From an optimization exercise on the open Yosys and OpenROAD flow, aimed at small area; shortcuts taken in it are not production practice.
In this exercise RTL edits were held to simulation tests only and were not proved equivalent to the original.
Power is estimated from default activity; no workload was simulated.

==> 05-01: inputs <==
==> flow/design.v <==
`timescale 1ns/1ps
package ahb_cfg_pkg;
	localparam int DATA_W     = 32;    
	localparam int NUM_SLAVES = 4;
	localparam int CFG_LAST   = 8;     
	localparam int CFG_AW     = $clog2(CFG_LAST + 1);
	localparam logic [2:0] MAX_HSIZE = 3'd2;
	localparam logic [NUM_SLAVES*DATA_W-1:0] RESET_BASE = {
		32'h8c00_0000,
		32'h8800_0000,
		32'h8400_0000,
		32'h8000_0000
	};
	localparam logic [NUM_SLAVES*DATA_W-1:0] RESET_SIZE = {NUM_SLAVES{32'h0000_03ff}};
	localparam logic [1:0] IDLE   = 2'b00;
	localparam logic [1:0] BUSY   = 2'b01;
	localparam logic [1:0] NONSEQ = 2'b10;
	localparam logic [1:0] SEQ    = 2'b11;
	localparam logic [1:0] OKAY  = 2'b00;
	localparam logic [1:0] ERROR = 2'b10;
	localparam logic [1:0] RESP_OK        = 2'd0;
	localparam logic [1:0] RESP_ERR_FIRST = 2'd1;
	localparam logic [1:0] RESP_ERR_LAST  = 2'd2;
endpackage
`timescale 1ns/1ps
module ahb_config_bridge
(
	input  logic        Hclk,
	input  logic        Hresetn,
	input  logic [1:0]  Htrans,
	input  logic [2:0]  Hsize,
	input  logic        Hwrite,
	input  logic [31:0] Haddr,
	input  logic [31:0] Hwdata,
	input  logic        Hreadyin,
	input  logic        Hreadyout_in,
	output logic [1:0]  Hresp,
	output logic        Hreadyout,
	output logic [3:0]  Pselx_out,
	output logic        valid,
	output logic [31:0] config_reg_data
);
	localparam logic [127:0] RESET_BASE = ahb_cfg_pkg::RESET_BASE;
	localparam logic [127:0] RESET_SIZE = ahb_cfg_pkg::RESET_SIZE;
	logic       err_first;     
	logic       err_last;      
	logic       error_flag;
	logic [1:0] prev_trans;    
	logic [1:0] last_size;     
	logic       last_write;
	logic [3:0] wr_code;       
	logic       ready;         
	logic busy, active, cfg_hit, accept;
	assign busy    = err_first | err_last;
	assign active  = Htrans[1];
	assign cfg_hit = (Haddr[31:4] == 28'd0) && (!Haddr[3] || (Haddr[2:0] == 3'd0));
	assign accept  = Hreadyin && active && !busy;
	logic oversize, misaligned, seq_after_idle, burst_change;
	assign oversize       = Hsize[2] || (Hsize[1] && Hsize[0]);
	assign misaligned     = !cfg_hit && ((Hsize[0] && Haddr[0]) || (Hsize[1] && (Haddr[1] || Haddr[0])));
	assign seq_after_idle = (Htrans == 2'b11) && (prev_trans == 2'b00);
	assign burst_change   = (Htrans == 2'b11) && (prev_trans == 2'b10) &&
		((Hsize[1:0] != last_size) || (Hwrite != last_write));
	always_ff @(posedge Hclk or negedge Hresetn)
	begin
		if (!Hresetn)
		begin
			err_first  <= 1'b0;
			err_last   <= 1'b0;
			error_flag <= 1'b0;
			prev_trans <= 2'b00;
			last_size  <= 2'b00;
			last_write <= 1'b0;
			wr_code    <= 4'd0;
			ready      <= 1'b0;
		end
		else
		begin
			ready      <= 1'b1;
			err_first  <= !busy && error_flag;
			err_last   <= err_first;
			error_flag <= accept && (oversize || misaligned || seq_after_idle || burst_change);
			if (Hreadyin)
				prev_trans <= Htrans;
			if (accept)
			begin
				last_size  <= {Hsize[2] | Hsize[1], Hsize[2] | Hsize[0]};
				last_write <= Hwrite;
			end
			if (Hreadyin || error_flag)
				wr_code <= (accept && cfg_hit && Hwrite) ? Haddr[3:0] : 4'd0;
		end
	end
	assign Hresp     = {busy, 1'b0};
	assign Hreadyout = !err_first && (err_last || (active && Hwrite && cfg_hit) || Hreadyout_in);
	assign valid     = accept && !(Hwrite && cfg_hit);
	logic        wr_go;
	logic [31:0] nq   [1:8];
	logic [31:0] rv   [1:8];    
	assign wr_go = Hreadyin && !error_flag && !busy;
	genvar w;
	generate
		for (w = 1; w <= 8; w++)
		begin : g_word
			if (w % 2 == 1)
				assign rv[w] = RESET_BASE[(w/2)*32 +: 32];
			else
				assign rv[w] = RESET_SIZE[(w/2-1)*32 +: 32];
			always_ff @(posedge Hclk)
			begin
				if (!ready || (wr_go && wr_code == 4'(w)))
					nq[w] <= ready ? ~Hwdata : ~rv[w];
			end
		end
	endgenerate
	genvar k, i;
	generate
		for (k = 0; k < 4; k++)
		begin : g_win
			logic [31:0] nb, ns, smn;
			logic [32:0] kn, cn, ge;
			assign nb = nq[2*k+1];
			assign ns = nq[2*k+2];
			assign kn[0] = 1'b1;
			assign cn[0] = 1'b1;
			assign ge[0] = 1'b1;
			for (i = 0; i < 32; i++)
			begin : g_bit
				assign smn[i]  = nb[i] ^ ns[i] ^ Haddr[i];
				assign kn[i+1] = (nb[i] & ns[i]) | (nb[i] & Haddr[i]) | (ns[i] & Haddr[i]);
				assign cn[i+1] = (smn[i] & kn[i]) | ((smn[i] | kn[i]) & cn[i]);
				assign ge[i+1] = (Haddr[i] & nb[i]) | ((Haddr[i] | nb[i]) & ge[i]);
			end
			assign Pselx_out[k] = ready ? (!(kn[32] && cn[32]) && ge[32]) :
				((Haddr[31:10] == RESET_BASE[k*32+10 +: 22]) && (Haddr[9:0] != 10'h3ff));
		end
	endgenerate
	logic        rd_en;
	logic [31:0] rd_word;
	assign rd_en = accept && cfg_hit && !Hwrite;
	always_comb
	begin
		rd_word = '0;
		for (int j = 1; j <= 8; j++)
			if (Haddr[3:0] == 4'(j))
				rd_word = ready ? ~nq[j] : rv[j];
	end
	always_ff @(posedge Hclk or negedge Hresetn)
	begin
		if (!Hresetn)
			config_reg_data <= '0;
		else
			config_reg_data <= rd_en ? rd_word : '0;
	end
endmodule
==> flow/flow/run.sh <==
#!/bin/bash
# Layout flow: the standard ORFS flow (standard.sh) with three changes:
#  - synthesis is the standard flow's script (synth_recipe.tcl, so synth -nofsm -noshare, flatten and the
#    renames are unchanged), but ABC maps the logic with flow/area.abc; flip-flops are mapped
#    by dfflibmap before ABC runs, so the registers are those of the standard synthesis
#  - every input and output port still gets a buffer, of the cell in PORT_BUF
#  - CTS uses the buffers in CTS_BUFS
# Each tool's output is in flow.log and in ORFS's per-step logs under orfs/logs.
set -euo pipefail
W=$(pwd)
F=$W/flow
PORT_BUF=${PORT_BUF:-sky130_fd_sc_hd__buf_1}
CTS_BUFS=${CTS_BUFS:-sky130_fd_sc_hd__clkbuf_4}

sed 's#^  log_cmd abc {\*}\$abc_args#  set abc_args [lreplace $abc_args 1 1 '"$F"'/area.abc]\n  log_cmd abc {*}$abc_args#' \
	"$FLOW_HOME/scripts/synth.tcl" > "$W/my_synth.tcl"
grep -q 'area.abc' "$W/my_synth.tcl"
sed 's#source $::env(SCRIPTS_DIR)/synth.tcl#source '"$W"'/my_synth.tcl#' "$W/synth_recipe.tcl" > "$W/my_synth_recipe.tcl"
grep -q 'my_synth.tcl' "$W/my_synth_recipe.tcl"
sed 's#SYNTH_SCRIPT=[^ ]*#SYNTH_SCRIPT='"$W"'/my_synth_recipe.tcl#' "$W/standard.sh" > "$W/my_standard.sh"
grep -q 'my_synth_recipe.tcl' "$W/my_standard.sh"

export BUFFER_PORTS_ARGS="-buffer_cell $PORT_BUF"
export CTS_ARGS="-sink_clustering_enable -repair_clock_nets -buf_list {$CTS_BUFS}"

bash "$W/my_standard.sh" > "$W/flow.log" 2>&1
==> flow/flow/area.abc <==
&get -n
&st
&syn2
&dch
&nf -a -R 1000
&put
topo
stime -c
==> flow/standard.sh <==
#!/bin/bash
# synth_recipe.tcl (not shown) runs the flow's synth.tcl, then flattens the netlist and writes it again
# the make line also repeats each setting of config.mk as NAME=value (left out here)
make -C /OpenROAD-flow-scripts/flow DESIGN_CONFIG=/design/flow/config.mk WORK_HOME=/design/flow/orfs CLKGATE_MAP_FILE= SYNTH_SCRIPT=/design/flow/synth_recipe.tcl "${@:-finish}"
==> flow/config.mk <==
export PLATFORM = sky130hd
export DESIGN_NAME = ahb_config_bridge
export DESIGN_NICKNAME = ahb_config_bridge
export VERILOG_FILES = /design/flow/design.v
export SDC_FILE = /design/flow/constraint.sdc
export NUM_CORES = 4
export LEC_CHECK = 0
export CAP_MARGIN = 20
export CORE_MARGIN = 2
export CORE_UTILIZATION = 40
export SLEW_MARGIN = 20
==> flow/constraint.sdc <==
create_clock -name core_clock -period 10.0 [get_ports {Hclk}]
set_input_delay 2.0000 -clock core_clock [delete_from_list [all_inputs] [get_ports {Hclk}]]
set_output_delay 2.0000 -clock core_clock [all_outputs]
set_load 0.01 [all_outputs]
==> 02-08 (differences from 05-01) <==
==> flow/design.v, changed modules only <==
module ahb_config_bridge
(
	input  logic        Hclk,
	input  logic        Hresetn,
	input  logic [1:0]  Htrans,
	input  logic [2:0]  Hsize,
	input  logic        Hwrite,
	input  logic [31:0] Haddr,
	input  logic [31:0] Hwdata,
	input  logic        Hreadyin,
	input  logic        Hreadyout_in,
	output logic [1:0]  Hresp,
	output logic        Hreadyout,
	output logic [3:0]  Pselx_out,
	output logic        valid,
	output logic [31:0] config_reg_data
);
	localparam logic [127:0] RESET_BASE = ahb_cfg_pkg::RESET_BASE;
	localparam logic [127:0] RESET_SIZE = ahb_cfg_pkg::RESET_SIZE;
	logic       err_first;     
	logic       err_last;      
	logic       error_flag;
	logic [1:0] prev_trans;    
	logic [1:0] last_size;     
	logic       last_write;
	logic [3:0] wr_code;       
	logic       ready;         
	logic busy, active, cfg_hit, accept;
	assign busy    = err_first | err_last;
	assign active  = Htrans[1];
	assign cfg_hit = (Haddr[31:4] == 28'd0) && (!Haddr[3] || (Haddr[2:0] == 3'd0));
	assign accept  = Hreadyin && active && !busy;
	logic oversize, misaligned, seq_after_idle, burst_change;
	assign oversize       = Hsize[2] || (Hsize[1] && Hsize[0]);
	assign misaligned     = !cfg_hit && ((Hsize[0] && Haddr[0]) || (Hsize[1] && (Haddr[1] || Haddr[0])));
	assign seq_after_idle = (Htrans == 2'b11) && (prev_trans == 2'b00);
	assign burst_change   = (Htrans == 2'b11) && (prev_trans == 2'b10) &&
		((Hsize[1:0] != last_size) || (Hwrite != last_write));
	always_ff @(posedge Hclk or negedge Hresetn)
	begin
		if (!Hresetn)
		begin
			err_first  <= 1'b0;
			err_last   <= 1'b0;
			error_flag <= 1'b0;
			prev_trans <= 2'b00;
			wr_code    <= 4'd0;
			ready      <= 1'b0;
		end
		else
		begin
			ready      <= 1'b1;
			err_first  <= !busy && error_flag;
			err_last   <= err_first;
			error_flag <= accept && (oversize || misaligned || seq_after_idle || burst_change);
			if (Hreadyin)
				prev_trans <= Htrans;
			if (Hreadyin || error_flag)
				wr_code <= (accept && cfg_hit && Hwrite) ? Haddr[3:0] : 4'd0;
		end
	end
	assign Hresp     = {busy, 1'b0};
	assign Hreadyout = !err_first && (err_last || (active && Hwrite && cfg_hit) || Hreadyout_in);
	assign valid     = accept && !(Hwrite && cfg_hit);
	always_ff @(posedge Hclk)
	begin
		if (accept)
		begin
			last_size  <= {Hsize[2] | Hsize[1], Hsize[2] | Hsize[0]};
			last_write <= Hwrite;
		end
	end
	logic        wr_go;
	logic [31:0] nq   [1:8];
	logic [31:0] rv   [1:8];    
	assign wr_go = Hreadyin && !error_flag && !busy;
	genvar w;
	generate
		for (w = 1; w <= 8; w++)
		begin : g_word
			if (w % 2 == 1)
				assign rv[w] = RESET_BASE[(w/2)*32 +: 32];
			else
				assign rv[w] = RESET_SIZE[(w/2-1)*32 +: 32];
			always_ff @(posedge Hclk)
			begin
				if (!ready || (wr_go && wr_code == 4'(w)))
					nq[w] <= ready ? ~Hwdata : ~rv[w];
			end
		end
	endgenerate
	genvar k, i;
	generate
		for (k = 0; k < 4; k++)
		begin : g_win
			logic [31:0] nb, ns, smn;
			logic [32:0] kn, cn, ge;
			assign nb = nq[2*k+1];
			assign ns = nq[2*k+2];
			assign kn[0] = 1'b1;
			assign cn[0] = 1'b1;
			assign ge[0] = 1'b1;
			for (i = 0; i < 32; i++)
			begin : g_bit
				assign smn[i]  = nb[i] ^ ns[i] ^ Haddr[i];
				assign kn[i+1] = (nb[i] & ns[i]) | (nb[i] & Haddr[i]) | (ns[i] & Haddr[i]);
				assign cn[i+1] = (smn[i] & kn[i]) | ((smn[i] | kn[i]) & cn[i]);
				assign ge[i+1] = (Haddr[i] & nb[i]) | ((Haddr[i] | nb[i]) & ge[i]);
			end
			assign Pselx_out[k] = ready ? (!(kn[32] && cn[32]) && ge[32]) :
				((Haddr[31:10] == RESET_BASE[k*32+10 +: 22]) && (Haddr[9:0] != 10'h3ff));
		end
	endgenerate
	logic        rd_en;
	logic [8:1]  rsel;         
	logic [8:1]  csel;         
	logic [31:0] rd_word;
	assign rd_en = accept && cfg_hit && !Hwrite;
	always_comb
	begin
		rd_word = '0;
		for (int j = 1; j <= 8; j++)
		begin
			rsel[j] = rd_en && ready && (Haddr[3:0] == 4'(j));
			csel[j] = rd_en && !ready && (Haddr[3:0] == 4'(j));
			rd_word = rd_word | ({32{rsel[j]}} & ~nq[j]) | ({32{csel[j]}} & rv[j]);
		end
	end
	always_ff @(posedge Hclk or negedge Hresetn)
	begin
		if (!Hresetn)
			config_reg_data <= '0;
		else
			config_reg_data <= rd_word;
	end
endmodule
--- a/flow/flow/run.sh
+++ b/flow/flow/run.sh
@@ -4,13 +4,12 @@
 #    renames are unchanged), but ABC maps the logic with flow/area.abc; flip-flops are mapped
 #    by dfflibmap before ABC runs, so the registers are those of the standard synthesis
 #  - every input and output port still gets a buffer, of the cell in PORT_BUF
-#  - CTS uses the buffers in CTS_BUFS
+#  - CTS uses clkbuf_8 with small sink clusters and no dummy loads
 # Each tool's output is in flow.log and in ORFS's per-step logs under orfs/logs.
 set -euo pipefail
 W=$(pwd)
 F=$W/flow
 PORT_BUF=${PORT_BUF:-sky130_fd_sc_hd__buf_1}
-CTS_BUFS=${CTS_BUFS:-sky130_fd_sc_hd__clkbuf_4}
 
 sed 's#^  log_cmd abc {\*}\$abc_args#  set abc_args [lreplace $abc_args 1 1 '"$F"'/area.abc]\n  log_cmd abc {*}$abc_args#' \
 	"$FLOW_HOME/scripts/synth.tcl" > "$W/my_synth.tcl"
@@ -21,6 +20,6 @@
 grep -q 'my_synth_recipe.tcl' "$W/my_standard.sh"
 
 export BUFFER_PORTS_ARGS="-buffer_cell $PORT_BUF"
-export CTS_ARGS="-sink_clustering_enable -repair_clock_nets -buf_list {$CTS_BUFS}"
+export CTS_ARGS="-sink_clustering_enable -repair_clock_nets -dont_use_dummy_load -buf_list {sky130_fd_sc_hd__clkbuf_8} -sink_clustering_size 20 -sink_clustering_max_diameter 60 -sink_clustering_levels 1"
 
 bash "$W/my_standard.sh" > "$W/flow.log" 2>&1
==> flow/flow/area.abc (replaced) <==
&get -n
&st
&syn2
&dch
&nf -a -R 1000
&st
&syn2
&dch
&nf -a -R 1000
&put
topo
stime -c
- CORE_UTILIZATION: 40 -> 60
- PLACE_DENSITY: not set -> 0.75
==> impl_metrics.json <==
{
  "combPwrFrac_pct": 14.2,
  "synth_commonest_cells": "edfxtp_1 (259), o22ai_1 (192), fa_1 (124), nand2_1 (107), nor2_1 (69)",
  "dieArea_sq_um": 27500,
  "timing.final.crit_share_pct": 97.2,
  "pwr-share-seq_pct": 60.8,
  "die_w_um": 166,
  "status": "no timing/DRC/antenna violations",
  "cp-startpoint": "Haddr[2]",
  "synth_cells": 1171,
  "use_met3_pct": 7.20,
  "multi_input_gates": 852,
  "p_comb_w": 0.000342,
  "clock-skew-final_ns": 0.0674
}
Source of the figures above: 02-08

==> impl_metrics.json <==
{
  "ant_nets": 0,
  "dieArea_sq_um": 41600,
  "rows": 73,
  "io_buffers": 112,
  "cp-startpoint": "Haddr[1]",
  "num_vias": 12800,
  "synth_cells": 1241,
  "status": "no timing/DRC/antenna violations",
  "pwr-share-seq_pct": 48.0,
  "clock-skew-final_ns": 0.0345,
  "cts_max_level": 3,
  "timing.final.crit_share_pct": 93.4,
  "synth_commonest_cells": "edfxtp_1 (256), o22ai_1 (135), fa_1 (124), nor2_1 (102), a21oi_1 (94)",
  "combPwrFrac_pct": 12.4
}
Source of the figures above: 05-01

[re-timing with driven ports]
How much do the figures lean on ideal ports? The routed layouts below were timed once more, with nothing changed but the port constraints.
Step 1: set_driving_cell puts a clkbuf_16 on Hclk and a buf_2 on each other input, an assumption about the parent block.
Step 2 adds t to the input delays and takes it off the output delays; t is the mean of the earliest and latest rising clock arrival at the registers after step 1. Input paths then give back, and output paths get back, about the clock's delay inside the block.
a / b / c = no drivers / after step 1 / after step 2; a / b = the first two.
| run | t, ns | setup slack, ns | worst setup path after step 2 | clock arrival spread, ns |
|---|---|---|---|---|
| 05-01 | 0.797 | 0.659 / 0.625 / 0.625 | input to output | 0.043 / 0.043 |
| 02-08 | 0.627 | 0.279 / 0.253 / 0.253 | input to output | 0.067 / 0.067 |
After both steps every run listed still meets setup and hold. For 05-01, which loses most, drivers alone change the setup slack by -0.034 ns; drivers and shift together by -0.034 ns.
